This design comes from an exercise in tuning for small area on the open sky130 flow, not from production work. Where RTL was checked, it was by simulation tests only, not by an equivalence proof against the original. The RTL of runs 2 to 7 was laid out without a check of its function. No activity file was given, so power comes from the tool's default toggle rates.

**design/flow/config.mk**
```make
export PLATFORM = sky130hd
export DESIGN_NAME = usb_ep0_ctrl
export DESIGN_NICKNAME = usb_ep0_ctrl
export VERILOG_FILES = /design/flow/design.v
export SDC_FILE = /design/flow/constraint.sdc
export NUM_CORES = 4
export LEC_CHECK = 0
export CAP_MARGIN = 20
export CORE_MARGIN = 2
export CORE_UTILIZATION = 40
export SLEW_MARGIN = 20
```
**design/flow/constraint.sdc**
```tcl
create_clock -name core_clock -period 10.0 [get_ports {clk}]
set_input_delay 2.0000 -clock core_clock [delete_from_list [all_inputs] [get_ports {clk}]]
set_output_delay 2.0000 -clock core_clock [all_outputs]
set_load 0.01 [all_outputs]
```
**design/flow/design.v**
```verilog
`timescale 1ns/100ps
`default_nettype none
package usb_ctrl_pkg;
	typedef logic [7:0] req_byte_t;
	typedef struct packed {
		req_byte_t   bm_request_type;
		req_byte_t   b_request;
		logic [15:0] w_value;
		logic [15:0] w_index;
		logic [15:0] w_length;
	} setup_pkt_t;
	typedef enum logic [1:0] {kind_standard, kind_class, kind_other} req_kind_t;
	typedef enum logic [2:0] {
		reply_none,
		reply_descr,
		reply_config,
		reply_status,
		reply_probe
	} reply_src_t;
	typedef struct packed {
		logic        start;
		reply_src_t  src;
		req_byte_t   descr_type;
		req_byte_t   descr_index;
		logic [15:0] w_length;
	} reply_req_t;
	typedef struct packed {
		req_byte_t config_value;
		logic      u1_enable;
		logic      u2_enable;
		logic      ltm_enable;
		logic      remote_wakeup;
	} dev_state_t;
	typedef struct packed {
		logic        strobe;
		logic [15:0] num;
		logic [15:0] alt;
	} intf_sel_t;
	localparam req_byte_t req_get_status        = 8'h00;
	localparam req_byte_t req_set_feature       = 8'h03;
	localparam req_byte_t req_get_descriptor    = 8'h06;
	localparam req_byte_t req_get_configuration = 8'h08;
	localparam req_byte_t req_set_configuration = 8'h09;
	localparam req_byte_t req_set_interface     = 8'h0B;
	localparam req_byte_t req_set_cur      = 8'h01;
	localparam req_byte_t req_get_cur      = 8'h81;
	localparam req_byte_t vs_probe_control = 8'h01;
	localparam req_byte_t recipient_device = 8'h00;
	localparam logic [15:0] feat_remote_wakeup = 16'd0;
	localparam logic [15:0] feat_u1_enable     = 16'd48;
	localparam logic [15:0] feat_u2_enable     = 16'd49;
	localparam logic [15:0] feat_ltm_enable    = 16'd50;
	localparam req_byte_t descr_device = 8'd1;
	localparam req_byte_t descr_config = 8'd2;
	localparam req_byte_t descr_string = 8'd3;
	localparam req_byte_t descr_bos    = 8'd15;
endpackage
`default_nettype wire
`timescale 1ns/100ps
`default_nettype none
package ep0_buf_pkg;
	typedef logic [31:0] buf_word_t;
	typedef logic [10:0] pkt_len_t;
	typedef logic [15:0] xfer_len_t;
	typedef logic [3:0]  word_idx_t;
	typedef struct packed {
		buf_word_t data;
		logic      wren;
		logic      commit;
		pkt_len_t  commit_len;
	} in_buf_t;
	typedef struct packed {
		buf_word_t data;
		pkt_len_t  len;
		logic      has_data;
	} out_buf_t;
endpackage
`default_nettype wire
`timescale 1ns/100ps
`default_nettype none
module descr_rom (
	input  wire [4:0]  addr,
	output wire [31:0] data
);
	logic [31:0] mem [32];
	initial begin
		$readmemh("descr_rom.hex", mem);
	end
	assign data = mem[addr];
endmodule
`default_nettype wire
`timescale 1ns/100ps
`default_nettype none
module usb_ep0_ctrl (
	input  wire        clk,
	input  wire        rst_n,
	input  wire        request_active,
	input  wire [7:0]  setup_bm_request_type,
	input  wire [7:0]  setup_b_request,
	input  wire [15:0] setup_w_value,
	input  wire [15:0] setup_w_index,
	input  wire [15:0] setup_w_length,
	input  wire        in_ready,
	output wire [31:0] in_data,
	output wire        in_wren,
	output wire        in_commit,
	output wire [10:0] in_commit_len,
	input  wire [31:0] out_data,
	input  wire [10:0] out_len,
	input  wire        out_has_data,
	output wire        out_rden,
	output wire        out_ack,
	output logic [7:0] current_config_value,
	output logic       intf_strobe,
	output logic [15:0] intf_num,
	output logic [15:0] intf_alt
);
	localparam logic [1:0] src_descr = 2'd0;
	localparam logic [1:0] src_config = 2'd1;
	localparam logic [1:0] src_status = 2'd2;
	localparam logic [1:0] src_probe = 2'd3;
	wire is_std = setup_bm_request_type[6:5] == 2'b00;
	wire is_class = setup_bm_request_type[6:5] == 2'b01;
	wire probe_ctl = setup_w_value[15:8] == 8'h01;
	wire [7:0] breq = setup_b_request;
	logic       u1_enable, u2_enable, ltm_enable, remote_wakeup;
	logic       probe_arm;
	logic       has_src;
	logic [1:0] src_c;
	logic [5:0] nat_len;
	logic [4:0] base_c;
	always_comb begin
		has_src = 1'b0;
		src_c = src_descr;
		nat_len = '0;
		base_c = '0;
		if (is_std && breq == 8'h06) begin
			has_src = 1'b1;
			src_c = src_descr;
			case (setup_w_value[15:8])
				8'd1: begin base_c = 5'd0; nat_len = 6'(16'd18); end
				8'd2: begin base_c = 5'd5; nat_len = 6'(16'd25); end
				8'd3: begin
					case (setup_w_value[7:0])
						8'd0: begin base_c = 5'd12; nat_len = 6'(16'd4); end
						8'd1: begin base_c = 5'd13; nat_len = 6'(16'd10); end
						8'd2: begin base_c = 5'd16; nat_len = 6'(16'd10); end
						default: ;
					endcase
				end
				8'd15: begin base_c = 5'd19; nat_len = 6'(16'd22); end
				default: ;
			endcase
		end else if (is_std && breq == 8'h08) begin
			has_src = 1'b1;
			src_c = src_config;
			nat_len = 6'd1;
		end else if (is_std && breq == 8'h00) begin
			has_src = 1'b1;
			src_c = src_status;
			nat_len = 6'd2;
		end else if (is_class && probe_ctl && breq == 8'h81) begin
			has_src = 1'b1;
			src_c = src_probe;
			nat_len = 6'(16'd34);
		end
	end
	wire [5:0] clamp_c = (setup_w_length < 16'(nat_len)) ? setup_w_length[5:0] : nat_len;
	wire       go_c = request_active && has_src && clamp_c != '0;
	always_ff @(posedge clk or negedge rst_n) begin
		if (!rst_n) begin
			current_config_value <= '0;
			u1_enable <= 1'b0;
			u2_enable <= 1'b0;
			ltm_enable <= 1'b0;
			remote_wakeup <= 1'b0;
			intf_strobe <= 1'b0;
			intf_num <= '0;
			intf_alt <= '0;
			probe_arm <= 1'b0;
		end else begin
			intf_strobe <= 1'b0;
			probe_arm <= 1'b0;
			if (request_active) begin
				if (is_std && breq == 8'h09)
					current_config_value <= setup_w_value[7:0];
				if (is_std && breq == 8'h0B) begin
					intf_strobe <= 1'b1;
					intf_num <= setup_w_index;
					intf_alt <= setup_w_value;
				end
				if (is_std && breq == 8'h03 && setup_w_index[7:0] == 8'h00) begin
					case (setup_w_value)
						16'd48: u1_enable <= 1'b1;
						16'd49: u2_enable <= 1'b1;
						16'd50: ltm_enable <= 1'b1;
						16'd0: remote_wakeup <= setup_w_index[9];
						default: ;
					endcase
				end
				probe_arm <= is_class && probe_ctl && breq == 8'h01;
			end
		end
	end
	typedef enum logic [1:0] {st_idle, st_fetch, st_write, st_commit} state_t;
	state_t     state;
	logic       pend;       
	logic [1:0] src_q;
	logic [4:0] base_q;
	logic [5:0] remain;     
	logic [3:0] ptr;        
	wire wr_fire = state == st_write && in_ready;
	wire pkt_last = ptr[1:0] == 2'd3 || {2'b00, ptr[1:0], 2'b00} + 6'd4 >= remain;
	wire reply_done = remain <= 6'd16;
	wire idle_nxt = (state == st_idle && !pend) || (state == st_commit && reply_done);
	wire accept = go_c && idle_nxt;
	always_ff @(posedge clk or negedge rst_n) begin
		if (!rst_n) begin
			state <= st_idle;
			pend <= 1'b0;
		end else begin
			pend <= accept;
			case (state)
				st_idle: if (pend) state <= st_fetch;
				st_fetch: state <= st_write;
				st_write: if (wr_fire && pkt_last) state <= st_commit;
				st_commit: state <= reply_done ? st_idle : st_fetch;
				default: state <= st_idle;
			endcase
		end
	end
	always_ff @(posedge clk) begin
		if (accept) begin
			src_q <= src_c;
			base_q <= base_c;
			remain <= clamp_c;
		end else if (state == st_commit) begin
			remain[5:4] <= remain[5:4] - 2'd1;
		end
		if (pend)
			ptr <= '0;
		else if (wr_fire)
			ptr <= ptr + 4'd1;
	end
	logic [31:0] rom_data;
	logic [31:0] probe_word;
	descr_rom u_rom (
		.addr (base_q + 5'(ptr)),
		.data (rom_data)
	);
	always_comb begin
		case (src_q)
			src_descr: in_data_c = rom_data;
			src_config: in_data_c = {current_config_value, 24'h0};
			src_status: in_data_c = {3'b000, ltm_enable, u2_enable, u1_enable, remote_wakeup,
				1'b1, 24'h0};
			default: in_data_c = probe_word;
		endcase
	end
	logic [31:0] in_data_c;
	assign in_data = in_data_c;
	assign in_wren = wr_fire;
	assign in_commit = state == st_commit;
	assign in_commit_len = {6'd0, (remain > 6'd16) ? 5'd16 : remain[4:0]};
	logic       busy;
	logic [8:0] rd_left;
	logic       word_valid;
	logic [3:0] word_idx;
	wire [10:0] len_p3 = out_len + 11'd3;
	assign out_rden = busy && rd_left != '0;
	assign out_ack = busy && rd_left == '0;
	always_ff @(posedge clk or negedge rst_n) begin
		if (!rst_n) begin
			busy <= 1'b0;
			rd_left <= '0;
			word_valid <= 1'b0;
			word_idx <= '0;
		end else begin
			word_valid <= out_rden;
			if (!busy) begin
				if (out_has_data) begin
					busy <= 1'b1;
					rd_left <= len_p3[10:2];
				end
			end else if (out_rden) begin
				rd_left <= rd_left - 9'd1;
			end else begin
				busy <= 1'b0;
			end
			if (!busy)
				word_idx <= '0;
			else if (word_valid)
				word_idx <= word_idx + 4'd1;
		end
	end
	logic       armed;
	logic       commit_q, commit_q2;
	logic [9:0][31:0] sr;
	logic [8:0][31:0] cur;
	always_ff @(posedge clk)
		sr <= {sr[8:0], out_data};
	always_ff @(posedge clk or negedge rst_n) begin
		if (!rst_n) begin
			armed <= 1'b0;
			commit_q <= 1'b0;
			commit_q2 <= 1'b0;
			cur <= {32'h0000_0000, 32'h7307_0000, 32'h0000_4059,
				32'h9900_D049, 32'h0000_00C6, 32'h0000_0000,
				32'h0000_0000, 32'h2A2C_0A00, 32'h0000_0101};
		end else begin
			commit_q <= 1'b0;
			commit_q2 <= commit_q;
			if (probe_arm) begin
				armed <= 1'b1;
			end else if (armed && word_valid && word_idx == 4'd8) begin
				armed <= 1'b0;
				commit_q <= 1'b1;
			end
			if (commit_q2)
				cur <= {sr[1], sr[2], sr[3], sr[4], sr[5], sr[6], sr[7], sr[8], sr[9]};
		end
	end
	assign probe_word = ptr[3] ? cur[8] : cur[ptr[2:0]];
endmodule
`default_nettype wire
```
**design/flow/descr_rom.hex**
```
// descriptor bytes, four per word, first byte in bits 31:24
12012003
EF020109
B404F100
00010102
00010000
09021900
010100C0
00090400
00000E01
00000724
01000100
00000000
04030904
0A035500
56004300
33000000
0A034300
41004D00
30000000
050F1600
02071002
00000000
0A100300
0E00010A
FF070000
00000000
00000000
00000000
00000000
00000000
00000000
00000000

```
**design/flow/run.sh**
```bash
#!/bin/bash
# synth_recipe.tcl (not shown) runs the flow's synth.tcl, then flattens the netlist and writes it again
# the make line also repeats each setting of config.mk as NAME=value (left out here)
make -C /OpenROAD-flow-scripts/flow DESIGN_CONFIG=/design/flow/config.mk WORK_HOME=/design/flow/orfs CLKGATE_MAP_FILE= SYNTH_SCRIPT=/design/flow/synth_recipe.tcl finish
```
==> metrics.cfg, run 1 <==
[status]
status = finished clean

[flow_run]
max_cap_violations = 0

[timing]
relSlewSlack_pct = 30.1
holdWs_ns = 0.324
maxSlewViolCount = 0
setup_viol = 0
tightest_slew_ns = 1.05
rsz0062_at_grt = no
finalClockSkew_ns = 0.0207
fin_crit_sh_pct = 68.9
fmax_mhz = 145
hold_violations = 0
worst_slack_ns = 3.11
min_period_ns = 6.89
setup-tns-final_ns = 0

[drt]
wire_per_inst_um = 18.4
vias = 14100
drt_iter0_markers = 772
remaining_drc_errors = 0
routed_wl_um = 50700
via_per_inst = 5.11
firstDrtPassIters = 7
antenna_left = 0

[min_path]
hold_depth = 0
min_from = sr[3]
hold_path_class = flop to flop

[layout]
diodes = 0
fin_nets = 2051
drive_gt1_share_pct = 30.4
areaGrowthSynthToFinish_pct = 20.7
nFillCells = 5338
layout_commonest_cell = mux2_2
final_cell_mix = mux2_2, dfxtp_1, dfrtp_1
stdcell_count = 2756

[clocking]
cts_setup_buffers = 0
ctsHoldBuffers = 0
cts.path.max_buffers = 3
clock_latency_ns = 0.61
tritoncts = done
numClockSinks = 692
cts-root-buf = clkbuf_16
htree_levels = 3
cts_buffers = 73
cts_resized = 0
clkTransAtPathRegs_ns = 0.06

[global_routing]
grt_max_degree = 136
grt_pass1_vias = 15000
track_usage_pct = 16.2
gr-total-overflow = 0
antenna_found_initial = 0
grt_pass1_wl_um = 81600

[pwr]
irDropWorstVdd_mv = 0.161
p_per_area_mw_per_mm2 = 230
leakage_nw = 13.2
p_total_mw = 6.87

[floorplanning]
rows = 91
io_pins = 200
start_util_pct = 40.3
dieArea_mm2 = 0.0639
fp.coreArea_mm2 = 0.0615
die-height_um = 253
die_x_um = 253

[logic_synthesis]
synth-main-ff-cell = dfxtp_1
syn_area_mm2 = 0.0248
yosys-top-cells-area = dfrtp_1, dfxtp_1, mux2_2, mux4_2, dfstp_2
synth_enable_flop_cells = 13
syn_inst = 1711
ys_seq_area_share_pct = 63.8
synth_cell_types = 70
synth-seq-cells = 692
yosys.area.top_type = dfrtp_1
yosysWarnings = 2
syn_avg_cell_area_um2 = 14.5
yosysTopAreaCellShare_pct = 32.1
ys_async_sr_fraction_pct = 51.3

[placement]
numPortBuffers = 187
hpwl_um = 32600
gp_congestion = 0.861
dp_worst_setup_slack_ns = 3.66
placedCellCount = 2621

[critical_path]
end_kind = output port
critPathLaunchType = flop
critical_path_class = flop to output port
arrival_ns = 4.89
cp_max_fo = 24
critPathLaunch = ptr[2]
required_ns = 8.00
r2r_cells = 9
r2r_start = ptr[1]

-- synthesized netlist by cell type, types with 3 or more instances --
| library cell | instances |
|---|---|
| nor2_1 | 73 |
| buf_2 | 7 |
| nand2_1 | 60 |
| dfxtp_1 | 324 |
| a21oi_1 | 47 |
| o22ai_1 | 10 |
| nand3_1 | 21 |
| nor2b_1 | 8 |
| xor2_1 | 16 |
| nor3_1 | 20 |
| or2_2 | 6 |
| and2_1 | 10 |
| dfrtp_1 | 318 |
| and3_1 | 3 |
| buf_4 | 6 |
| xnor2_1 | 8 |
| a31oi_1 | 7 |
| o21ai_0 | 47 |
| a21o_1 | 6 |
| o211ai_1 | 6 |
| clkbuf_1 | 62 |
| edfxtp_1 | 13 |
| a211oi_1 | 10 |
| nor3b_1 | 5 |
| nand4_1 | 10 |
| o21a_1 | 4 |
| inv_1 | 24 |
| buf_1 | 11 |
| mux2i_1 | 38 |
| nand2b_1 | 3 |
| mux2_2 | 334 |
| a211o_1 | 4 |
| nor4_1 | 13 |
| dfstp_2 | 37 |
| ha_1 | 32 |
| mux4_2 | 65 |
-- power by group --
part | leakage (nW) | total [mW] | switching [mW] | internal [mW]
combinational | 4.41 | 1.12 | 0.665 | 0.456
sequential | 7.61 | 3.06 | 0.151 | 2.91
clock | 1.21 | 2.69 | 1.09 | 1.60
total | 13.2 | 6.87 | 1.90 | 4.97
-- routing by layer --
metal	vias to the layer above	wire [µm]	GRT usage, %
li1	6540	-	-
met5	-	0	0
met2	326	23500	25.3
met1	7133	22500	21.4
met3	88	3670	4.98
met4	0	1090	5.31
-- final cells by class --
class | instances | area, µm² | share of cell area [%]
flip-flops and latches | 692 | 15800 | 52.9
multi-input cells | 913 | 8540 | 28.6
clock buffers | 112 | 2190 | 7.34
repair buffers | 202 | 2010 | 6.71
well taps | 790 | 988 | 3.31
clock inverters | 23 | 254 | 0.850
inverters | 24 | 90.1 | 0.301
-- final timing paths --
| kind | to | slack [ns] |
|---|---|---|
| hold reg to reg | sr[35] | 0.32 |
| setup reg to reg | state[0] | 7.10 |
| min in group asynchronous | intf_num[15] | 1.41 |
| setup / recovery | in_data[17] | 3.11 |
| hold / removal | sr[35] | 0.32 |
| max in group asynchronous | cur[20] | 6.61 |
-- sequential cells by signal (all words and copies together), names as in the netlist, 5 cells and up --
name                  flops
base_q                    5
cur                     288
current_config_value      8
intf_alt                 16
intf_num                 16
rd_left                   9
remain                    6
sr                      320
-- per-stage QoR --
stage / instance area (µm²) / utilization [%]
floorplan: 24800 / -
global placement: 27400 / 44.6
detailed placement: 27400 / 44.6
CTS: 29900 / 48.6
global route: 29900 / 48.6
finish: 29900 / 48.6
-- worst max-delay path: stages (launching register included) --
cell and delay (ns):
dfxtp_2 0.83, ha_1 0.42, a21oi_1 0.24, xor2_1 0.84, nor2_1 0.23, o21ai_0 0.59, o21ai_0 0.33, a22o_1 0.32
clkdlybuf4s50_1 0.49
-- logic make-up after synthesis --
kind of cell             synth area share [%]
flip-flops                               63.8
multiplexers                             22.6
AND/OR/NAND/NOR                          5.13
AO/OA/AOI/OAI                            4.03
buffers and inverters                    1.84
adder cells (fa/ha/maj)                  1.70
XOR/XNOR                                0.849
other                                  0.0151
==> run 2, diff against run 1 <==
--- a/design/flow/design.v
+++ b/design/flow/design.v
@@ -265,8 +265,9 @@
 	logic       busy;
-	logic [8:0] rd_left;
+	logic [8:0] cnt;
+	logic       p;
 	logic       word_valid;
 	logic [3:0] word_idx;
-	wire [10:0] len_p3 = out_len + 11'd3;
-	assign out_rden = busy && rd_left != '0;
-	assign out_ack = busy && rd_left == '0;
+	wire len_wrap = out_len[10:2] == 9'h1FF && out_len[1:0] != 2'b00;
+	assign out_rden = busy && (cnt != '0 || p);
+	assign out_ack = busy && cnt == '0 && !p;
 	always_ff @(posedge clk or negedge rst_n) begin
@@ -274,3 +275,4 @@
 			busy <= 1'b0;
-			rd_left <= '0;
+			cnt <= '0;
+			p <= 1'b0;
 			word_valid <= 1'b0;
@@ -282,6 +284,10 @@
 					busy <= 1'b1;
-					rd_left <= len_p3[10:2];
+					cnt <= len_wrap ? 9'd0 : out_len[10:2];
+					p <= out_len[1:0] != 2'b00 && !len_wrap;
 				end
 			end else if (out_rden) begin
-				rd_left <= rd_left - 9'd1;
+				if (p)
+					p <= 1'b0;
+				else
+					cnt <= cnt - 9'd1;
 			end else begin
@@ -297,4 +303,9 @@
 	logic       commit_q, commit_q2;
+	logic       cur_valid;
 	logic [9:0][31:0] sr;
 	logic [8:0][31:0] cur;
+	logic [8:0][31:0] rst_blk;
+	assign rst_blk = {32'h0000_0000, 32'h7307_0000, 32'h0000_4059,
+		32'h9900_D049, 32'h0000_00C6, 32'h0000_0000,
+		32'h0000_0000, 32'h2A2C_0A00, 32'h0000_0101};
 	always_ff @(posedge clk)
@@ -306,5 +317,3 @@
 			commit_q2 <= 1'b0;
-			cur <= {32'h0000_0000, 32'h7307_0000, 32'h0000_4059,
-				32'h9900_D049, 32'h0000_00C6, 32'h0000_0000,
-				32'h0000_0000, 32'h2A2C_0A00, 32'h0000_0101};
+			cur_valid <= 1'b0;
 		end else begin
@@ -319,6 +328,16 @@
 			if (commit_q2)
-				cur <= {sr[1], sr[2], sr[3], sr[4], sr[5], sr[6], sr[7], sr[8], sr[9]};
+				cur_valid <= 1'b1;
 		end
 	end
-	assign probe_word = ptr[3] ? cur[8] : cur[ptr[2:0]];
+	always_ff @(posedge clk)
+		if (commit_q2)
+			cur <= {sr[1], sr[2], sr[3], sr[4], sr[5], sr[6], sr[7], sr[8], sr[9]};
+	always_comb begin
+		probe_word = '0;
+		for (int k = 0; k < 9; k++)
+			if (cur_valid && (k == 8 ? ptr[3] : (!ptr[3] && ptr[2:0] == 3'(k))))
+				probe_word = probe_word | cur[k];
+		if (!cur_valid)
+			probe_word = ptr[3] ? rst_blk[8] : rst_blk[ptr[2:0]];
+	end
 endmodule
--- a/design/flow/config.mk
+++ b/design/flow/config.mk
@@ -10,2 +10,5 @@
 export CORE_UTILIZATION = 40
+export CTS_BUF_LIST = sky130_fd_sc_hd__clkbuf_8
+export CTS_CLUSTER_DIAMETER = 50
+export CTS_CLUSTER_SIZE = 20
 export SLEW_MARGIN = 20
==> run 2 against run 1 <==
Synthesized cell count fell by 16%. First-iteration DRC count rose by 53%. Sequential power rose by 3%. Largest power group unchanged. Combinational power fell by 25%. Wire length fell by 0.83%. Worst hold slack improved by 0.0015 ns. Highest routed layer is now met5. Total power fell by 17%. Die area fell by 9.6%. Largest cell class unchanged. Clock-buffer cell count fell by 52. Core utilization fell by 0.74 points. Critical path depth rose by 1.
==> metrics.cfg, run 2 <==
[logic_synthesis]
synth-main-ff-cell = dfxtp_1
yosysTopAreaCellShare_pct = 40.4  ; +8.3 points
ys_seq_area_share_pct = 77.1  ; +13 points
synth_common_cells = dfxtp_1, edfxtp_1, nand2_1
yosysMostFrequentCell = dfxtp_1
syn_avg_cell_area_um2 = 15.5  ; +7.4%
synth_cell_types = 75  ; +7.1%
ys_async_sr_fraction_pct = 9.94  ; -41 points
syn_area_mm2 = 0.0224  ; -9.7%
yosys-top-cells-area = edfxtp_1, dfxtp_1, dfrtp_1, mux2_2, ha_1
synth-seq-cells = 694  ; +0.29%
syn_inst = 1439  ; -16%
synth_enable_flop_cells = 301  ; +288
yosysWarnings = 2  ; unchanged
yosys.area.top_type = edfxtp_1

[critical_path]
end_kind = output port
slowest_delay_ns = 0.84  ; about the same
path_buf_inv = 1  ; unchanged
cpLargestDelayFamily = XOR/XNOR gates
cpMaxStageDelayCell = xor2_1
cp.depth = 9  ; +1
critical_path_class = flop to output port
arrival_ns = 4.52  ; -0.37 ns
ff2ff_setup_slack_ns = 7.17  ; +0.07 ns
required_ns = 8.00  ; about the same
cp_max_fo = 12  ; -50%
crit_chain = ha_1 -> a21o_1 -> a21oi_1 -> xor2_1 -> mux4_2 -> nor3_1 -> a211oi_1 -> or4_1 -> clkdlybuf4s50_1
r2r_cells = 9  ; unchanged
critPathLaunchType = flop

[pwr]
p_per_area_mw_per_mm2 = 217  ; -5.6%
leakage_nw = 9.69  ; -27%
irDropWorstVdd_mv = 0.0984  ; -39%
p_total_mw = 5.74  ; -17%

[global_routing]
grt_pass1_vias = 12600  ; -16%
grt_max_degree = 84  ; -38%
track_usage_pct = 17.2  ; +1.0 points
gr-total-overflow = 0  ; unchanged
grt_pass1_wl_um = 74800  ; -8.3%
antenna_found_initial = 2  ; +2

[clocking]
htree_levels = 2  ; -1
clock_latency_ns = 0.69  ; +0.08 ns
tritoncts = done
cts_setup_buffers = 0  ; unchanged
cts_buffers = 56  ; -23%
clkTransAtPathRegs_ns = 0.11  ; +0.05 ns
cts-root-buf = clkbuf_8
cts.path.max_buffers = 3  ; unchanged
numClockSinks = 694  ; +0.29%
ctsHoldBuffers = 0  ; unchanged
cts_resized = 0  ; unchanged

[layout]
layout_commonest_cell = dfxtp_1
multiInputGateArea_mm2 = 0.00480  ; -44%
diodes = 0  ; unchanged
areaGrowthSynthToFinish_pct = 18.2
top_register = sr
drive_gt1_share_pct = 10.9  ; -19 points
final_cell_mix = dfxtp_1, edfxtp_1, clkdlybuf4s50_1
nFillCells = 4791  ; -10%
stdcell_count = 2440  ; -11%
fin_nets = 1795  ; -12%
largest_reg_flops = 320  ; unchanged
top_regs = sr (320), cur (288)
utilization_pct = 47.9  ; -0.74 points
fin_area_mm2 = 0.0264  ; -12%
layout.area.seq_mm2 = 0.0173  ; +9.1%

[floorplanning]
die-height_um = 240  ; -4.9%
io_pins = 200  ; unchanged
rows = 86  ; -5.5%
die_x_um = 240  ; -4.9%
start_util_pct = 40.5  ; +0.23 points
fp.coreArea_mm2 = 0.0552  ; -10%
dieArea_mm2 = 0.0578  ; -9.6%

[placement]
gp_congestion = 0.876  ; +1.8%
postPlaceCellArea_mm2 = 0.0251  ; -8.6%
numPortBuffers = 187  ; unchanged
hpwl_um = 31600  ; -3.2%
placedCellCount = 2334  ; -11%
dp_worst_setup_slack_ns = 3.13  ; -0.532 ns

[flow_run]
max_cap_violations = 0  ; unchanged

[drt]
remaining_drc_errors = 0  ; unchanged
drt_iter0_markers = 1180  ; +53%
wire_per_inst_um = 20.6  ; +12%
firstDrtPassIters = 7  ; unchanged
routed_wl_um = 50300  ; -0.83%
via_per_inst = 5.17  ; +1.1%
antenna_left = 0  ; unchanged
vias = 12600  ; -10%

[timing]
rsz0062_at_grt = no
hold_violations = 0  ; unchanged
relSlewSlack_pct = 29.0  ; -1.1 points
min_period_ns = 6.52  ; -0.369 ns
tightest_slew_ns = 1.06  ; +0.0166 ns
setup_viol = 0  ; unchanged
maxSlewViolCount = 0  ; unchanged
setup-tns-final_ns = 0  ; unchanged
finalClockSkew_ns = 0.0384  ; +0.0177 ns
holdWs_ns = 0.326  ; +0.00146 ns
fin_crit_sh_pct = 65.2  ; -3.7 points
fmax_mhz = 153  ; +5.7%
worst_slack_ns = 3.48  ; +0.369 ns

[min_path]
hold_path_class = flop to flop
hold_depth = 0  ; unchanged

[status]
status = finished clean

## run 2: cell types whose count changed in the layout (fill, tap and decap cells not counted), sizes merged, moves of 31 or more
cell / previous run / this run
mux2: 334 / 45
edfxtp: 13 / 301
dfrtp: 318 / 69
mux4: 65 / 1
clkbuf: 112 / 60
a22oi: 1 / 52
dfstp: 37 / 0
mux2i: 38 / 4
a221oi: 2 / 33
nor2: 73 / 42
## run 2: where the power goes
part	internal, mW	switching (mW)
logic	0.376	0.459
clock network	0.710	1.03
registers	3.07	0.0905
## run 2: area by class of cell
| class | instances | area share (%) |
|---|---|---|
| sequential | 694 | 65.3 |
| tap | 748 | 3.54 |
| clock buffer | 60 | 3.12 |
| inverter | 27 | 0.383 |
| clock inverter | 46 | 1.97 |
| multi-input combinational | 661 | 18.1 |
| timing repair buffer | 204 | 7.55 |
## run 2: kinds of logic (layout without fill, tap and decap cells)
family,Yosys count,count (layout),synth area share [%]
buf+inv,89,337,1.63
compound gates,289,289,9.63
flops,694,694,77.1
other cells,1,6,0.0168
fa+ha+maj,39,39,2.22
xor+xnor,14,14,0.548
simple gates,263,263,6.27
mux,50,50,2.55
## run 2: per-layer routing
layer  GRT usage, %  part of all wire (%)  up-vias
met5              0                 0.024        -
met4           5.06                   2.5        2
met3           3.77                   6.7       82
met2           27.1                    46      416
met1           23.7                    45     6252
li1               -                     -     5860
## run 2: final timing paths
kind | start | to
worst max-delay path | ptr[1] | in_data[24]
worst min-delay path | sr[0] | sr[32]
worst max register to register | ptr[0] | state[0]
worst min register to register | sr[0] | sr[32]
max in group asynchronous | rst_n | commit_q2
min in group asynchronous | rst_n | intf_alt[14]
==> run 3, diff against run 2 <==
--- a/design/flow/config.mk
+++ b/design/flow/config.mk
@@ -10,5 +10,5 @@
 export CORE_UTILIZATION = 40
-export CTS_BUF_LIST = sky130_fd_sc_hd__clkbuf_8
-export CTS_CLUSTER_DIAMETER = 50
-export CTS_CLUSTER_SIZE = 20
+export CTS_BUF_LIST = sky130_fd_sc_hd__clkbuf_16
+export CTS_CLUSTER_DIAMETER = 60
+export CTS_CLUSTER_SIZE = 30
 export SLEW_MARGIN = 20
==> run 3 against run 2 <==
Still clean. Core utilization rose by 0.47 points. First-iteration DRC count rose by 9.2%. Worst hold slack got worse by 0.0033 ns. Clock-buffer cell count fell by 15. Wire length fell by 0.61%. Fmax rose by 1.4%. Synthesized cell count did not move. Setup slack improved by 0.090 ns. Die area did not move. Sequential cell count did not move. Sequential share of layout area fell by 0.64 points. Critical endpoint is now in_data[5]. Largest cell class unchanged.
==> metrics.cfg, run 3 <==
[logic_synthesis]
yosysWarnings = 2  ; unchanged
yosys.area.top_type = edfxtp_1
ys_async_sr_fraction_pct = 9.94  ; unchanged
synth-compound-area-share_pct = 9.63  ; unchanged
ys_seq_area_share_pct = 77.1  ; unchanged
yosys-top-cells-area = edfxtp_1, dfxtp_1, dfrtp_1, mux2_2, ha_1
muxShareOfSynthArea_pct = 2.55  ; unchanged
synth_top_family_by_area = compound AO/OA/AOI/OAI gates
synth-main-ff-cell = dfxtp_1
yosysTopAreaCellShare_pct = 40.4  ; unchanged
syn_area_mm2 = 0.0224  ; unchanged
synth_xor_area_share_pct = 0.548  ; unchanged
synth-simple-area-share_pct = 6.27  ; unchanged
synth_enable_flop_cells = 301  ; unchanged
yosysMostFrequentCell = dfxtp_1
synth_common_cells = dfxtp_1, edfxtp_1, nand2_1
synth_cell_types = 75  ; unchanged
synth-seq-cells = 694  ; unchanged
syn_avg_cell_area_um2 = 15.5  ; unchanged
syn_inst = 1439  ; unchanged
synthAdderAreaFrac_pct = 2.22  ; unchanged

[timing]
setup_viol = 0  ; unchanged
fmax_mhz = 156  ; +1.4%
setup-tns-final_ns = 0  ; unchanged
min_period_ns = 6.43  ; -0.0901 ns
holdWs_ns = 0.323  ; -0.00327 ns
fin_crit_sh_pct = 64.3  ; -0.90 points
maxSlewViolCount = 0  ; unchanged
tightest_slew_ns = 1.05  ; -0.0158 ns
hold_violations = 0  ; unchanged
rsz0062_at_grt = no
worst_slack_ns = 3.57  ; +0.0901 ns
finalClockSkew_ns = 0.0268  ; -0.0116 ns
relSlewSlack_pct = 30.1  ; +1.1 points

[floorplanning]
dieArea_mm2 = 0.0578  ; unchanged
io_pins = 200  ; unchanged
start_util_pct = 40.5  ; unchanged
die_x_um = 240  ; unchanged
die-height_um = 240  ; unchanged
rows = 86  ; unchanged
fp.coreArea_mm2 = 0.0552  ; unchanged

[clocking]
numClockSinks = 694  ; unchanged
cts_buffers = 42  ; -25%
tritoncts = done
cts.path.max_buffers = 3  ; unchanged
cts_resized = 0  ; unchanged
cts_setup_buffers = 0  ; unchanged
cts-root-buf = clkbuf_16
clkTransAtPathRegs_ns = 0.09  ; -0.02 ns
ctsHoldBuffers = 0  ; unchanged
clock_latency_ns = 0.60  ; -0.09 ns
htree_levels = 2  ; unchanged

[layout]
fin_area_mm2 = 0.0267  ; +0.99%
diodes = 0  ; unchanged
drive_gt1_share_pct = 9.68  ; -1.3 points
final_cell_mix = dfxtp_1, edfxtp_1, clkdlybuf4s50_1
top_register = sr
areaGrowthSynthToFinish_pct = 19.4
largest_reg_flops = 320  ; unchanged
stdcell_count = 2412  ; -1.1%
fin_nets = 1781  ; -0.78%
utilization_pct = 48.4  ; +0.47 points
top_regs = sr (320), cur (288)
layout_commonest_cell = dfxtp_1

[critical_path]
critPathLaunchType = flop
required_ns = 8.00  ; about the same
cp_max_fo = 15  ; +3
end_kind = output port
arrival_ns = 4.43  ; -0.09 ns
critical_path_class = flop to output port

[pwr]
p_total_mw = 6.00  ; +4.5%
p_per_area_mw_per_mm2 = 225  ; +3.5%
leakage_nw = 9.77  ; +0.83%
irDropWorstVdd_mv = 0.111  ; +12%

[drt]
remaining_drc_errors = 0  ; unchanged
wire_per_inst_um = 20.7  ; +0.54%
antenna_left = 0  ; unchanged
routed_wl_um = 50000  ; -0.61%
firstDrtPassIters = 5  ; -2
via_per_inst = 5.18  ; +0.20%
vias = 12500  ; -0.95%
drt_iter0_markers = 1288  ; +9.2%

[status]
status = finished clean

[global_routing]
gr-total-overflow = 0  ; unchanged
grt_pass1_vias = 12500  ; -0.76%
antenna_found_initial = 2  ; unchanged
grt_max_degree = 84  ; unchanged
grt_pass1_wl_um = 74200  ; -0.79%
track_usage_pct = 17.0  ; -0.11 points

[flow_run]
max_cap_violations = 0  ; unchanged

[placement]
postPlaceCellArea_mm2 = 0.0251  ; unchanged
gp_congestion = 0.876  ; unchanged
placedCellCount = 2334  ; unchanged
dp_worst_setup_slack_ns = 3.13  ; unchanged
hpwl_um = 31600  ; unchanged
numPortBuffers = 187  ; unchanged

[min_path]
hold_path_class = flop to flop

run 3: final timing paths:
check                           slack, ns            to  cells past startpoint  startpoint
worst max-delay path                 3.57    in_data[5]                     10      ptr[0]
max in group asynchronous            7.80     commit_q2                      1       rst_n
worst max register to register       7.17      state[0]                      9      ptr[0]
worst min register to register       0.32        sr[47]                      0      sr[15]
worst min-delay path                 0.32        sr[47]                      0      sr[15]
min in group asynchronous            1.53  intf_alt[14]                      1       rst_n
run 3: layer usage:
metal  wire length [µm]  track usage [%]  up-vias
met5                 12                0        -
met4               1190             5.19        2
met3               3210             3.18       80
met2              23100             27.4      404
met1              22400             23.4     6184
li1                   -                -     5822
run 3: kinds of logic after synthesis:
family,after synthesis
buffers and inverters,89
AO/OA/AOI/OAI,289
other,1
AND/OR/NAND/NOR,263
XOR/XNOR,14
adder cells (fa/ha/maj),39
multiplexers,50
flip-flops,694
run 3: cell type report:
cell class                      count  area [µm²]
Clock inverter                     33         482
Clock buffer                       45        1130
Inverter                           27         101
Tap cell                          748         936
Sequential cell                   694       17300
Multi-Input combinational cell    661        4800
Timing Repair Buffer              204        2000
Fill cell                        4743       28500
run 3: critical path, cell delays in order (launching register included):
cell             delay, ns
dfxtp_1               0.40
ha_1                  0.25
fa_1                  0.41
a21o_1                0.20
a21oi_1               0.27
xnor2_1               0.10
buf_4                 0.20
nor3_1                0.74
nand2_1               0.17
o22ai_1               0.45
clkdlybuf4s50_1       0.63
run 3: report_power, final:
part           internal (mW)  switching, mW  leakage [nW]  total [mW]
sequential              3.07         0.0902          6.38        3.16
combinational          0.376          0.461          2.61       0.837
clock                  0.933           1.07         0.779        2.00
total                   4.38           1.62          9.77        6.00
==> run 4, diff against run 3 <==
==> design/flow/flow/run.sh (new file) <==
#!/bin/bash
# The standard layout, with the port buffers made from the smallest
# buffer cell instead of the one buffer_ports picks by itself.
set -euo pipefail
export BUFFER_PORTS_ARGS="-buffer_cell sky130_fd_sc_hd__buf_1"
bash standard.sh > standard.log 2>&1
==> design/flow/standard.sh (new file) <==
#!/bin/bash
# synth_recipe.tcl (not shown) runs the flow's synth.tcl, then flattens the netlist and writes it again
# the make line also repeats each setting of config.mk as NAME=value (left out here)
make -C /OpenROAD-flow-scripts/flow DESIGN_CONFIG=/design/flow/config.mk WORK_HOME=/design/flow/orfs CLKGATE_MAP_FILE= SYNTH_SCRIPT=/design/flow/synth_recipe.tcl "${@:-finish}"
removed: design/flow/run.sh
==> run 4 against run 3 <==
Clock power hardly changed. Die area is the same. Still clean. Via count is 0.29% lower. Design area decreased by 4.2%. Global-route usage fell by 0.41 points. Synthesized cell count did not move. Clock-buffer cell count is 1 lower. Highest routed layer unchanged. Non-clock buffer count down 3. Setup slack worse by 0.079 ns. Wire length is 2.8% lower. Combinational power shrank 12%. Fmax decreased by 1.2%.
==> metrics.cfg, run 4 <==
[logic_synthesis]
yosysTopAreaCellShare_pct = 40.4  ; unchanged
synth-main-ff-cell = dfxtp_1
ys_seq_area_share_pct = 77.1  ; unchanged
synth_enable_flop_cells = 301  ; unchanged
syn_inst = 1439  ; unchanged
synth_cell_types = 75  ; unchanged
yosys.area.top_type = edfxtp_1
syn_area_mm2 = 0.0224  ; unchanged
ys_async_sr_fraction_pct = 9.94  ; unchanged
synth_common_cells = dfxtp_1, edfxtp_1, nand2_1
synth-seq-cells = 694  ; unchanged
yosysWarnings = 2  ; unchanged
yosys-top-cells-area = edfxtp_1, dfxtp_1, dfrtp_1, mux2_2, ha_1
syn_avg_cell_area_um2 = 15.5  ; unchanged
yosysMostFrequentCell = dfxtp_1

[pwr]
p_total_mw = 5.92  ; -1.3%
p_int_mw = 4.26  ; -2.7%
pwr-share-clk_pct = 34.2  ; +0.9 points
p_comb_share_pct = 12.4  ; -1.6 points
seq_power_share_pct = 53.4  ; +0.7 points
p_per_area_mw_per_mm2 = 231  ; +3.0%
leakage_nw = 9.29  ; -4.9%
switching_share_pct = 28.0  ; +1.0 points
p_switching_mw = 1.66  ; +2.4%
irDropWorstVdd_mv = 0.122  ; +10%

[layout]
drive_gt1_share_pct = 9.80  ; +0.13 points
largest_reg_flops = 320  ; unchanged
final_cell_mix = dfxtp_1, edfxtp_1, buf_1
utilization_pct = 46.3  ; -2.0 points
stdcell_count = 2411  ; -0.041%
areaGrowthSynthToFinish_pct = 14.4
top_regs = sr (320), cur (288)
layout_commonest_cell = dfxtp_1
fin_area_mm2 = 0.0256  ; -4.2%
fin_nets = 1779  ; -0.11%
diodes = 0  ; unchanged
top_register = sr

[flow_run]
max_cap_violations = 0  ; unchanged

[drt]
wire_per_inst_um = 20.1  ; -2.7%
routed_wl_um = 48600  ; -2.8%
antenna_left = 0  ; unchanged
drt_iter0_markers = 1078  ; -16%
firstDrtPassIters = 5  ; unchanged
vias = 12500  ; -0.29%
via_per_inst = 5.17  ; -0.25%
remaining_drc_errors = 0  ; unchanged

[clocking]
numClockSinks = 694  ; unchanged
cts_setup_buffers = 0  ; unchanged
cts-root-buf = clkbuf_16
cts.path.max_buffers = 3  ; unchanged
cts_resized = 0  ; unchanged
cts_buffers = 43  ; +2.4%
clkTransAtPathRegs_ns = 0.09  ; about the same
tritoncts = done
htree_levels = 2  ; unchanged
clock_latency_ns = 0.60  ; about the same
ctsHoldBuffers = 0  ; unchanged

[floorplanning]
rows = 86  ; unchanged
die-height_um = 240  ; unchanged
start_util_pct = 40.5  ; unchanged
io_pins = 200  ; unchanged
die_x_um = 240  ; unchanged
fp.coreArea_mm2 = 0.0552  ; unchanged
dieArea_mm2 = 0.0578  ; unchanged

[critical_path]
end_kind = output port
r2r_start = remain[5]
crit_chain = ha_1 -> ha_1 -> and3_1 -> buf_4 -> a22o_1 -> a221oi_1 -> a31oi_1 -> a31oi_1 -> o211ai_1 -> buf_1
cp_max_fo = 17  ; +2
r2r-end = remain[4]
r2r_cells = 8  ; -1
ff2ff_setup_slack_ns = 6.98  ; -0.19 ns
arrival_ns = 4.51  ; +0.08 ns
cpMaxStageDelayCell = and3_1
critical_path_class = flop to output port
slowest_delay_ns = 0.89  ; +0.15 ns
required_ns = 8.00  ; about the same
critPathLaunchType = flop

[global_routing]
antenna_found_initial = 2  ; unchanged
gr-total-overflow = 0  ; unchanged
track_usage_pct = 16.6  ; -0.41 points
grt_pass1_wl_um = 72700  ; -2.1%
grt_pass1_vias = 12200  ; -1.8%
grt_max_degree = 164  ; +95%

[timing]
holdWs_ns = 0.320  ; -0.00286 ns
fmax_mhz = 154  ; -1.2%
rsz0062_at_grt = no
relSlewSlack_pct = 27.9  ; -2.2 points
fin_crit_sh_pct = 65.1  ; +0.79 points
hold_violations = 0  ; unchanged
maxSlewViolCount = 0  ; unchanged
setup_viol = 0  ; unchanged
tightest_slew_ns = 1.08  ; +0.0305 ns
setup-tns-final_ns = 0  ; unchanged
finalClockSkew_ns = 0.0293  ; +0.00250 ns
min_period_ns = 6.51  ; +0.0787 ns
worst_slack_ns = 3.49  ; -0.0787 ns

[status]
status = finished clean

[min_path]
hold_depth = 0  ; unchanged
holdPathEnd = sr[39]
min_from = sr[7]
hold_path_class = flop to flop

[placement]
numPortBuffers = 187  ; unchanged
dp_worst_setup_slack_ns = 3.63  ; +0.501 ns
hpwl_um = 31000  ; -2.0%
postPlaceCellArea_mm2 = 0.0239  ; -4.7%
gp_congestion = 0.879  ; +0.35%
placedCellCount = 2331  ; -0.13%

-- run 4: worst max-delay path by stage --
stage | startpoint | to | slack [ns] | depth (start not counted)
after floorplan | commit_q2 | cur_valid | 3.12 | 1
after global placement | setup_w_value[5] | remain[4] | 3.67 | 12
after detailed placement | setup_w_value[8] | remain[5] | 3.63 | 12
after CTS | ptr[1] | in_data[27] | 3.43 | 10
after global routing | ptr[1] | in_data[27] | 3.32 | 10
final | ptr[1] | in_data[27] | 3.49 | 10
-- run 4: final cells by class --
cell class                      count  area (µm²)
Clock inverter                     36         577
Clock buffer                       44        1100
Timing Repair Buffer              201         823
Tap cell                          748         936
Sequential cell                   694       17300
Fill cell                        4805       29600
Multi-Input combinational cell    661        4790
Inverter                           27         101
-- run 4: power groups by stage --
stage	logic [mW]	registers [mW]	clock network [mW]
2_1_floorplan	0.469	3.20	0
3_3_place_gp	0.720	3.22	0
3_5_place_dp	0.728	3.23	0
4_1_cts	0.733	3.16	2.09
5_1_grt	0.815	3.18	2.18
6_report	0.733	3.16	2.02
-- run 4: kinds of logic (layout without fill, tap and decap cells) --
group	after synthesis	after routing	share of synthesized area, %
AOI/OAI and AO/OA	289	289	9.63
xor gates and xnor gates	14	14	0.548
adders and majority gates	39	39	2.22
buffers and inverters	89	308	1.63
DFF	694	694	77.1
muxes	50	50	2.55
other	1	6	0.0168
and+or+nand+nor	263	263	6.27
-- run 4: worst max-delay path, delay by kind of cell, from the launching register on --
family / cells / cell delay, ns
fa+ha+maj: 2 / 0.85
flops: 1 / 0.51
buf+inv: 2 / 0.72
compound gates: 5 / 0.93
simple gates: 1 / 0.89
-- run 4: routing by layer --
metal	up-vias	wire length [µm]	global-route usage [%]
met5	-	12	0
met4	2	986	5.04
met3	63	3120	3.44
met2	356	22400	26.4
met1	6190	22100	23.0
li1	5845	-	-
==> run 5, diff against run 4 <==
--- a/design/flow/config.mk
+++ b/design/flow/config.mk
@@ -10,5 +10,5 @@
 export CORE_UTILIZATION = 40
-export CTS_BUF_LIST = sky130_fd_sc_hd__clkbuf_16
-export CTS_CLUSTER_DIAMETER = 60
-export CTS_CLUSTER_SIZE = 30
+export CTS_BUF_LIST = sky130_fd_sc_hd__clkbuf_8
+export CTS_CLUSTER_DIAMETER = 50
+export CTS_CLUSTER_SIZE = 20
 export SLEW_MARGIN = 20
==> run 5 against run 4 <==
Still clean on timing, DRC and antenna. Worst hold slack worse by 0.0010 ns. Clock-buffer cell count grew 14. First-iteration DRC count shrank 3.7%. Via count grew 1.2%. Cell count up 1.1%. Critical path type unchanged. Critical endpoint unchanged. Largest cell class unchanged.
==> metrics.cfg, run 5 <==
[timing]
setup-tns-final_ns = 0  ; unchanged
fin_crit_sh_pct = 66.1  ; +1.0 points
fmax_mhz = 151  ; -1.5%
hold_violations = 0  ; unchanged
setup_viol = 0  ; unchanged
relSlewSlack_pct = 26.2  ; -1.7 points
rsz0062_at_grt = no
finalClockSkew_ns = 0.0331  ; +0.00376 ns
min_period_ns = 6.61  ; +0.101 ns
maxSlewViolCount = 0  ; unchanged
tightest_slew_ns = 1.11  ; +0.0260 ns

[logic_synthesis]
syn_area_mm2 = 0.0224  ; unchanged
ys_async_sr_fraction_pct = 9.94  ; unchanged
yosys.area.top_type = edfxtp_1
yosysWarnings = 2  ; unchanged
yosysTopAreaCellShare_pct = 40.4  ; unchanged
synth-main-ff-cell = dfxtp_1
syn_avg_cell_area_um2 = 15.5  ; unchanged
synth_cell_types = 75  ; unchanged
yosys-top-cells-area = edfxtp_1, dfxtp_1, dfrtp_1, mux2_2, ha_1
synth_common_cells = dfxtp_1, edfxtp_1, nand2_1
yosysMostFrequentCell = dfxtp_1
synth_enable_flop_cells = 301  ; unchanged
synth-seq-cells = 694  ; unchanged
ys_seq_area_share_pct = 77.1  ; unchanged
syn_inst = 1439  ; unchanged

[pwr]
switching_share_pct = 27.9  ; -0.056 points
leakage_nw = 9.18  ; -1.2%
p_total_mw = 5.64  ; -4.7%
pwr-share-clk_pct = 30.9  ; -3.3 points
p_comb_share_pct = 13.0  ; +0.6 points
irDropWorstVdd_mv = 0.0967  ; -21%
seq_power_share_pct = 56.1  ; +2.7 points
p_int_mw = 4.07  ; -4.6%
p_switching_mw = 1.57  ; -4.9%
p_per_area_mw_per_mm2 = 223  ; -3.6%

[critical_path]
arrival_ns = 4.61  ; +0.10 ns
required_ns = 8.00  ; about the same
r2r_cells = 8  ; unchanged
end_kind = output port
ff2ff_setup_slack_ns = 6.95  ; -0.03 ns
r2r-end = remain[4]
critPathLaunchType = flop
critical_path_class = flop to output port
r2r_start = remain[5]
cp_max_fo = 17  ; unchanged

[placement]
postPlaceCellArea_mm2 = 0.0239  ; unchanged
gp_congestion = 0.879  ; unchanged
hpwl_um = 31000  ; unchanged
numPortBuffers = 187  ; unchanged
placedCellCount = 2331  ; unchanged

[global_routing]
antenna_found_initial = 2  ; unchanged
grt_max_degree = 164  ; unchanged
track_usage_pct = 16.7  ; +0.025 points
grt_pass1_wl_um = 72800  ; +0.20%
grt_pass1_vias = 12400  ; +1.2%
gr-total-overflow = 0  ; unchanged

[clocking]
cts_buffers = 56  ; +30%
tritoncts = done
htree_levels = 2  ; unchanged
cts_resized = 0  ; unchanged
cts-root-buf = clkbuf_8
clock_latency_ns = 0.70  ; +0.10 ns
numClockSinks = 694  ; unchanged
ctsHoldBuffers = 0  ; unchanged
clkTransAtPathRegs_ns = 0.10  ; about the same
cts.path.max_buffers = 3  ; unchanged
cts_setup_buffers = 0  ; unchanged

[layout]
diodes = 0  ; unchanged
utilization_pct = 45.8  ; -0.56 points
fin_nets = 1793  ; +0.79%
stdcell_count = 2438  ; +1.1%
top_regs = sr (320), cur (288)
final_cell_mix = dfxtp_1, edfxtp_1, buf_1
layout_commonest_cell = dfxtp_1
top_register = sr
areaGrowthSynthToFinish_pct = 13.0
nFillCells = 4845  ; +0.83%
largest_reg_flops = 320  ; unchanged
drive_gt1_share_pct = 11.1  ; +1.3 points
fin_area_mm2 = 0.0253  ; -1.2%

[floorplanning]
fp.coreArea_mm2 = 0.0552  ; unchanged
dieArea_mm2 = 0.0578  ; unchanged
start_util_pct = 40.5  ; unchanged
io_pins = 200  ; unchanged
die_x_um = 240  ; unchanged
rows = 86  ; unchanged
die-height_um = 240  ; unchanged

[drt]
antenna_left = 0  ; unchanged
via_per_inst = 5.17  ; about the same
routed_wl_um = 48800  ; +0.38%
drt_iter0_markers = 1038  ; -3.7%
wire_per_inst_um = 20.0  ; -0.73%
firstDrtPassIters = 7  ; +2
vias = 12600  ; +1.2%
remaining_drc_errors = 0  ; unchanged

[flow_run]
max_cap_violations = 0  ; unchanged

[status]
status = finished clean

[min_path]
min_from = sr[19]
holdPathEnd = sr[51]
hold_path_class = flop to flop
hold_depth = 0  ; unchanged

==> run 5: logic make-up after synthesis <==
kind of cell             synth area share [%]
multiplexers                             2.55
adder cells (fa/ha/maj)                  2.22
AND/OR/NAND/NOR                          6.27
AO/OA/AOI/OAI                            9.63
XOR/XNOR                                0.548
buffers and inverters                    1.63
other                                  0.0168
flip-flops                               77.1
==> run 5: critical path: stages, from the launching register on <==
cell,delay (ns)
dfxtp_1,0.50
ha_1,0.38
ha_1,0.50
and3_1,0.91
buf_4,0.45
a22o_1,0.19
a221oi_1,0.06
a31oi_1,0.41
a31oi_1,0.08
o211ai_1,0.17
buf_1,0.27
==> run 5: metal layers <==
| metal | up-vias | GRT usage [%] | wire length [µm] |
|---|---|---|---|
| met3 | 75 | 3.62 | 3340 |
| met2 | 397 | 26.4 | 22600 |
| li1 | 5879 | - | - |
| met5 | - | 0 | 12 |
| met1 | 6253 | 23.0 | 21900 |
| met4 | 2 | 4.91 | 986 |
==> run 5: power groups by stage <==
stage	registers, mW	clock network [mW]	logic [mW]
5_1_grt	3.18	1.90	0.814
3_5_place_dp	3.23	0	0.728
6_report	3.16	1.75	0.733
4_1_cts	3.16	1.81	0.732
2_1_floorplan	3.20	0	0.469
3_3_place_gp	3.22	0	0.720
==> run 5: cell type report <==
| type | instances | area, µm² | area share [%] |
|---|---|---|---|
| multi-input combinational | 661 | 4790 | 18.9 |
| tap | 748 | 936 | 3.70 |
| timing repair buffer | 202 | 843 | 3.34 |
| sequential | 694 | 17300 | 68.3 |
| clock inverter | 48 | 552 | 2.18 |
| clock buffer | 58 | 798 | 3.16 |
| inverter | 27 | 101 | 0.401 |
==> run 5: per-stage QoR <==
| stage | setup WS [ns] | hold WS [ns] |
|---|---|---|
| 2_1_floorplan | 3.12 | 0.310 |
| 3_3_place_gp | 3.67 | 0.312 |
| 3_5_place_dp | 3.63 | 0.312 |
| 4_1_cts | 3.32 | 0.318 |
| 5_1_grt | 3.18 | 0.324 |
| 6_report | 3.39 | 0.319 |
==> run 5: worst max path at each step <==
stage,from,to,slack (ns),cells past startpoint
finish,ptr[1],in_data[27],3.39,10
detailed placement,setup_w_value[8],remain[5],3.63,12
CTS,ptr[1],in_data[27],3.32,10
floorplan,commit_q2,cur_valid,3.12,1
global placement,setup_w_value[5],remain[4],3.67,12
global route,ptr[1],in_data[27],3.18,10
==> run 6, diff against run 5 <==
==> design/flow/flow/run.sh (replaced) <==
#!/bin/bash
# The standard layout, with the port buffers made from the smallest
# buffer cell and a clock tree without dummy balancing loads.
set -euo pipefail
export BUFFER_PORTS_ARGS="-buffer_cell sky130_fd_sc_hd__buf_1"
export CTS_ARGS="-sink_clustering_enable -repair_clock_nets -dont_use_dummy_load -buf_list sky130_fd_sc_hd__clkbuf_8 -sink_clustering_size 20 -sink_clustering_max_diameter 50"
bash standard.sh > standard.log 2>&1
--- a/design/flow/config.mk
+++ b/design/flow/config.mk
@@ -10,5 +10,2 @@
 export CORE_UTILIZATION = 40
-export CTS_BUF_LIST = sky130_fd_sc_hd__clkbuf_8
-export CTS_CLUSTER_DIAMETER = 50
-export CTS_CLUSTER_SIZE = 20
 export SLEW_MARGIN = 20
==> run 6 against run 5 <==
Still clean on timing, DRC and antenna. Setup slack improved by 0.084 ns. Sequential share of layout area is 1.7 points higher. Core utilization is 1.1 points lower. Register-to-register slack improved by 0.02 ns. Sequential power is essentially flat. Synthesized cell count unchanged. Via count shrank 0.69%. Cell count decreased by 2.1%. First-iteration DRC count up 2.5%. Clock skew increased by 0.056 ns. Sequential cell count stayed put.
==> metrics.cfg, run 6 <==
[clocking]
clkTransAtPathRegs_ns = 0.09  ; about the same
tritoncts = done
cts_buffers = 56  ; unchanged
htree_levels = 2  ; unchanged
cts.path.max_buffers = 3  ; unchanged
cts_resized = 0  ; unchanged
cts_setup_buffers = 0  ; unchanged
numClockSinks = 694  ; unchanged
clock_latency_ns = 0.69  ; about the same
ctsHoldBuffers = 0  ; unchanged
cts-root-buf = clkbuf_8

[critical_path]
required_ns = 8.00  ; about the same
slowest_delay_ns = 0.89  ; -0.02 ns
crit_chain = ha_1 -> ha_1 -> and3_1 -> buf_4 -> a22o_1 -> a221oi_1 -> a31oi_1 -> a31oi_1 -> o211ai_1 -> buf_1
critical_path_class = flop to output port
arrival_ns = 4.52  ; -0.09 ns
cpMaxStageDelayCell = and3_1
end_kind = output port
critPathLaunchType = flop
cp_max_fo = 17  ; unchanged

[global_routing]
antenna_found_initial = 1  ; -1
track_usage_pct = 16.6  ; -0.064 points
grt_pass1_vias = 12300  ; -0.31%
gr-total-overflow = 0  ; unchanged
grt_max_degree = 164  ; unchanged
grt_pass1_wl_um = 72500  ; -0.44%

[floorplanning]
io_pins = 200  ; unchanged
die-height_um = 240  ; unchanged
die_x_um = 240  ; unchanged
rows = 86  ; unchanged
fp.coreArea_mm2 = 0.0552  ; unchanged
start_util_pct = 40.5  ; unchanged
dieArea_mm2 = 0.0578  ; unchanged

[timing]
rsz0062_at_grt = no
min_period_ns = 6.52  ; -0.0840 ns
setup-tns-final_ns = 0  ; unchanged
finalClockSkew_ns = 0.0893  ; +0.0562 ns
setup_viol = 0  ; unchanged
fin_crit_sh_pct = 65.2  ; -0.84 points
worst_slack_ns = 3.48  ; +0.0840 ns
fmax_mhz = 153  ; +1.3%
maxSlewViolCount = 0  ; unchanged
hold_violations = 0  ; unchanged
tightest_slew_ns = 1.10  ; -0.00374 ns
relSlewSlack_pct = 26.4  ; +0.25 points

[logic_synthesis]
synth_common_cells = dfxtp_1, edfxtp_1, nand2_1
yosysMostFrequentCell = dfxtp_1
yosysWarnings = 2  ; unchanged
ys_async_sr_fraction_pct = 9.94  ; unchanged
synth-main-ff-cell = dfxtp_1
synth_cell_types = 75  ; unchanged
yosys-top-cells-area = edfxtp_1, dfxtp_1, dfrtp_1, mux2_2, ha_1
synth_enable_flop_cells = 301  ; unchanged
synth-seq-cells = 694  ; unchanged
yosys.area.top_type = edfxtp_1
syn_inst = 1439  ; unchanged
syn_avg_cell_area_um2 = 15.5  ; unchanged
yosysTopAreaCellShare_pct = 40.4  ; unchanged
ys_seq_area_share_pct = 77.1  ; unchanged
syn_area_mm2 = 0.0224  ; unchanged

[min_path]
hold_path_class = flop to flop

[drt]
vias = 12500  ; -0.69%
wire_per_inst_um = 20.4  ; +1.9%
routed_wl_um = 48700  ; -0.20%
remaining_drc_errors = 0  ; unchanged
via_per_inst = 5.24  ; +1.4%
firstDrtPassIters = 6  ; -1
antenna_left = 0  ; unchanged
drt_iter0_markers = 1064  ; +2.5%

[placement]
dp_worst_setup_slack_ns = 3.63  ; unchanged
gp_congestion = 0.879  ; unchanged
placedCellCount = 2331  ; unchanged
hpwl_um = 31000  ; unchanged
numPortBuffers = 187  ; unchanged

[pwr]
p_comb_share_pct = 14.1  ; +1.1 points
irDropWorstVdd_mv = 0.0971  ; +0.46%
switching_share_pct = 26.2  ; -1.7 points
p_total_mw = 5.21  ; -7.6%
leakage_nw = 8.90  ; -3.1%
seq_power_share_pct = 60.7  ; +4.6 points
p_switching_mw = 1.36  ; -13%
p_int_mw = 3.85  ; -5.4%
pwr-share-clk_pct = 25.2  ; -5.7 points
p_per_area_mw_per_mm2 = 211  ; -5.4%

[layout]
final_cell_mix = dfxtp_1, edfxtp_1, buf_1
fin_nets = 1792  ; -0.056%
top_regs = sr (320), cur (288)
areaGrowthSynthToFinish_pct = 10.3
drive_gt1_share_pct = 8.60  ; -2.5 points
top_register = sr
layout_commonest_cell = dfxtp_1
diodes = 0  ; unchanged
stdcell_count = 2387  ; -2.1%
largest_reg_flops = 320  ; unchanged

[flow_run]
max_cap_violations = 0  ; unchanged

[status]
status = finished clean

==> run 6: cell counts after synthesis <==
Identical to the previous run, type by type.
==> run 6: stage by stage <==
step	instance area [µm²]	hold WS [ns]	utilization, %
after detailed placement	23900	0.312	43.3
after global routing	24700	0.271	44.7
final	24700	0.280	44.7
after global placement	23900	0.312	43.3
after CTS	24700	0.273	44.7
after floorplan	22400	0.310	-
==> run 6: power by group through the flow <==
stage / combinational (mW) / clock (mW) / sequential (mW)
detailed placement: 0.728 / 0 / 3.23
finish: 0.735 / 1.31 / 3.16
global placement: 0.720 / 0 / 3.22
global route: 0.814 / 1.46 / 3.18
CTS: 0.734 / 1.37 / 3.16
floorplan: 0.469 / 0 / 3.20
==> run 6: cell type report <==
class	instances	area (µm²)
multi-input combinational	661	4790
inverter	27	101
clock buffer	56	771
tap	748	936
fill	4888	30500
timing repair buffer	201	823
sequential	694	17300
==> run 6: logic make-up (layout without fill, tap and decap cells) <==
group | after synthesis | count (layout) | share of synthesized area (%)
xor+xnor | 14 | 14 | 0.548
fa+ha+maj | 39 | 39 | 2.22
compound gates | 289 | 289 | 9.63
buf+inv | 89 | 284 | 1.63
other cells | 1 | 6 | 0.0168
mux | 50 | 50 | 2.55
simple gates | 263 | 263 | 6.27
flops | 694 | 694 | 77.1
==> run 6: worst max-delay path, delay by kind of cell (launching register included) <==
kind,cells,cell delay [ns]
compound gates,5,0.92
fa+ha+maj,2,0.86
buf+inv,2,0.72
flops,1,0.51
simple gates,1,0.89
==> run 6: path summary, 6_finish.rpt <==
kind / from / endpoint / slack [ns] / cells after the start
min: sr[222] / sr[254] / 0.28 / 0
max in group asynchronous: rst_n / commit_q2 / 7.83 / 1
max: ptr[1] / in_data[27] / 3.48 / 10
min reg2reg: sr[222] / sr[254] / 0.28 / 0
max reg2reg: remain[5] / remain[4] / 6.97 / 8
min in group asynchronous: rst_n / intf_num[7] / 1.45 / 1
==> run 6: metal layers <==
metal  vias to the layer above  share of wire [%]  global-route usage [%]
met5                         -                  0                       0
met4                         0                2.1                    5.04
met3                        71                7.1                    3.62
met2                       405                 46                    26.3
met1                      6227                 45                    22.8
li1                       5816                  -                       -
==> run 7, diff against run 6 <==
--- a/design/flow/config.mk
+++ b/design/flow/config.mk
@@ -9,3 +9,4 @@
 export CORE_MARGIN = 2
-export CORE_UTILIZATION = 40
+export CORE_UTILIZATION = 65
+export PLACE_DENSITY = 0.75
 export SLEW_MARGIN = 20
==> run 7 against run 6 <==
Still clean. Clock skew down 0.023 ns. Register-to-register slack improved by 0.16 ns. Clock power down 9.9%. Core utilization up 27 points. Global-route usage grew 8.3 points. Worst hold slack improved by 0.042 ns. Sequential power about the same. Critical path depth shrank 1. Combinational power decreased by 2%. Non-clock buffer count is 6 higher. Sequential cell count did not move. Total power down 2.9%. Largest power group unchanged.
==> metrics.cfg, run 7 <==
[status]
status = finished clean

[drt]
remaining_drc_errors = 0  ; unchanged
via_per_inst = 6.01  ; +15%
wire_per_inst_um = 21.6  ; +6.0%
routed_wl_um = 45000  ; -7.5%
firstDrtPassIters = 5  ; -1
antenna_left = 0  ; unchanged
drt_iter0_markers = 963  ; -9.5%
vias = 12500  ; +0.12%

[critical_path]
crit_chain = ha_1 -> fa_1 -> inv_1 -> ha_1 -> mux4_2 -> nor3_1 -> a211oi_1 -> or4_1 -> buf_1
arrival_ns = 3.91  ; -0.61 ns
slowest_delay_ns = 0.78  ; -0.11 ns
required_ns = 8.00  ; about the same
critPathLaunchType = flop
critical_path_class = flop to output port
cp_common_cell = ha_1
cp_max_fo = 10  ; -7
cpMaxStageDelayCell = fa_1
end_kind = output port

[layout]
layout_commonest_cell = dfxtp_1
largest_reg_flops = 320  ; unchanged
top_register = sr
drive_gt1_share_pct = 8.26  ; -0.35 points
multiInputGateArea_mm2 = 0.00479  ; about the same
nFillCells = 2197  ; -55%
final_cell_mix = dfxtp_1, edfxtp_1, buf_1
stdcell_count = 2084  ; -13%
layout.area.seq_mm2 = 0.0173  ; unchanged
fin_nets = 1788  ; -0.22%
top_regs = sr (320), cur (288)
areaGrowthSynthToFinish_pct = 8.33
fin_area_mm2 = 0.0242  ; -1.8%

[timing]
min_period_ns = 5.91  ; -0.610 ns
rsz0062_at_grt = no
finalClockSkew_ns = 0.0658  ; -0.0234 ns
fmax_mhz = 169  ; +10%
setup-tns-final_ns = 0  ; unchanged
maxSlewViolCount = 0  ; unchanged
relSlewSlack_pct = 27.4  ; +0.96 points
setup_viol = 0  ; unchanged
tightest_slew_ns = 1.09  ; -0.0124 ns
fin_crit_sh_pct = 59.1  ; -6.1 points
hold_violations = 0  ; unchanged

[clocking]
tritoncts = done
clock_latency_ns = 0.61  ; -0.08 ns
cts_resized = 0  ; unchanged
cts_setup_buffers = 0  ; unchanged
cts.path.max_buffers = 3  ; unchanged
cts-root-buf = clkbuf_8
htree_levels = 2  ; unchanged
clkTransAtPathRegs_ns = 0.11  ; +0.02 ns
ctsHoldBuffers = 0  ; unchanged
numClockSinks = 694  ; unchanged
cts_buffers = 46  ; -18%

[pwr]
p_per_area_mw_per_mm2 = 209  ; -1.0%
leakage_nw = 8.86  ; -0.44%
irDropWorstVdd_mv = 0.136  ; +40%

[floorplanning]
io_pins = 200  ; unchanged
start_util_pct = 66.4  ; +26 points
die_x_um = 189  ; -21%
die-height_um = 189  ; -21%
dieArea_mm2 = 0.0359  ; -38%
fp.coreArea_mm2 = 0.0337  ; -39%
rows = 67  ; -22%

[placement]
postPlaceCellArea_mm2 = 0.0236  ; -1.5%
hpwl_um = 28700  ; -7.4%
placedCellCount = 2036  ; -13%
gp_congestion = 0.903  ; +2.6%
numPortBuffers = 187  ; unchanged

[global_routing]
grt_pass1_vias = 12300  ; -0.37%
track_usage_pct = 24.9  ; +8.3 points
antenna_found_initial = 1  ; unchanged
grt_max_degree = 204  ; +24%
grt_pass1_wl_um = 68000  ; -6.1%
gr-total-overflow = 0  ; unchanged

[min_path]
hold_path_class = flop to flop

[logic_synthesis]
synth-main-ff-cell = dfxtp_1
synth-seq-cells = 694  ; unchanged
ys_async_sr_fraction_pct = 9.94  ; unchanged
syn_area_mm2 = 0.0224  ; unchanged
yosys.area.top_type = edfxtp_1
synth_cell_types = 75  ; unchanged
syn_avg_cell_area_um2 = 15.5  ; unchanged
ys_seq_area_share_pct = 77.1  ; unchanged
yosysWarnings = 2  ; unchanged
synth_common_cells = dfxtp_1, edfxtp_1, nand2_1
synth_enable_flop_cells = 301  ; unchanged
yosysTopAreaCellShare_pct = 40.4  ; unchanged
yosys-top-cells-area = edfxtp_1, dfxtp_1, dfrtp_1, mux2_2, ha_1
syn_inst = 1439  ; unchanged
yosysMostFrequentCell = dfxtp_1

[flow_run]
max_cap_violations = 0  ; unchanged

-- run 7: worst max-delay path, delay by kind of cell, from the launching register on --
| kind | cells | cell delay [ns] |
|---|---|---|
| buf+inv | 2 | 0.41 |
| mux | 1 | 0.50 |
| compound gates | 1 | 0.08 |
| fa+ha+maj | 3 | 1.37 |
| simple gates | 2 | 0.56 |
| flops | 1 | 0.40 |
-- run 7: path summary, 6_finish.rpt --
| check | start | end | slack (ns) | cells past startpoint |
|---|---|---|---|---|
| max | ptr[0] | in_data[24] | 4.09 | 9 |
| min | sr[84] | sr[116] | 0.32 | 0 |
| max reg2reg | ptr[0] | state[0] | 7.13 | 9 |
| min reg2reg | sr[84] | sr[116] | 0.32 | 0 |
| max in group asynchronous | rst_n | commit_q2 | 7.73 | 2 |
| min in group asynchronous | rst_n | intf_alt[10] | 1.59 | 2 |
-- run 7: cell families after synthesis --
family / after synthesis / synth area share, %
xor gates and xnor gates: 14 / 0.548
and+or+nand+nor: 263 / 6.27
buffers and inverters: 89 / 1.63
muxes: 50 / 2.55
adders and majority gates: 39 / 2.22
other: 1 / 0.0168
AOI/OAI and AO/OA: 289 / 9.63
DFF: 694 / 77.1
-- run 7: metrics by stage --
| stage | worst slack, ns | util (%) | hold slack [ns] | power, mW |
|---|---|---|---|---|
| 2_1_floorplan | 3.12 | - | 0.310 | 3.67 |
| 3_3_place_gp | 3.84 | 69.9 | 0.310 | 3.91 |
| 3_5_place_dp | 3.72 | 69.9 | 0.312 | 3.94 |
| 4_1_cts | 4.04 | 71.8 | 0.316 | 5.09 |
| 5_1_grt | 3.88 | 71.9 | 0.315 | 5.27 |
| 6_report | 4.09 | 71.9 | 0.322 | 5.06 |
-- run 7: cell type report --
class	instances	area share, %
diodes	1	0.0103
clock buffers	46	2.61
inverters	27	0.418
multi-input cells	661	19.8
flip-flops and latches	694	71.2
well taps	448	2.31
repair buffers	207	3.66
-- run 7: metal layers --
layer	share of wire (%)	vias up	GRT usage, %
li1	-	5799	-
met1	42	6144	33.4
met2	48	484	41.2
met3	7.1	107	4.11
met4	3.7	0	10.2
met5	0	-	0
-- run 7: where the power goes --
part | switching, mW | internal, mW | total, mW
sequential | 0.0908 | 3.07 | 3.16
clock | 0.763 | 0.414 | 1.18
combinational | 0.446 | 0.275 | 0.721

static timing again, ports no longer ideal:
The flow's constraints put no driver on any port. The routed layouts listed below were extracted and timed again, unchanged, in two steps. Step 1, drivers: a clkbuf_16 drives clk and a buf_2 each remaining input, both assumed. Step 2, shift: input delay + t, output delay - t, t = (earliest + latest rising clock arrival at the registers) / 2. This alone moves slack from input paths to output paths. Three values: ideal, step 1, step 2; two values: the first two.
run	t (ns)	slack for setup (ns)	worst register clock-pin slew, ns
run 1	0.652	3.114 / 3.056 / 3.708	0.06 / 0.06
run 2	0.726	3.483 / 3.431 / 3.322	0.12 / 0.12
run 3	0.641	3.573 / 3.512 / 3.313	0.11 / 0.11
run 4	0.649	3.494 / 3.436 / 3.540	0.10 / 0.10
run 5	0.734	3.393 / 3.341 / 3.531	0.12 / 0.12
run 6	0.693	3.477 / 3.426 / 3.523	0.12 / 0.12
run 7	0.631	4.087 / 4.038 / 3.816	0.11 / 0.11
After both steps setup and hold are still met in every run listed. For run 7, which loses most, drivers alone change the setup slack by -0.049 ns; drivers and shift together by -0.271 ns.
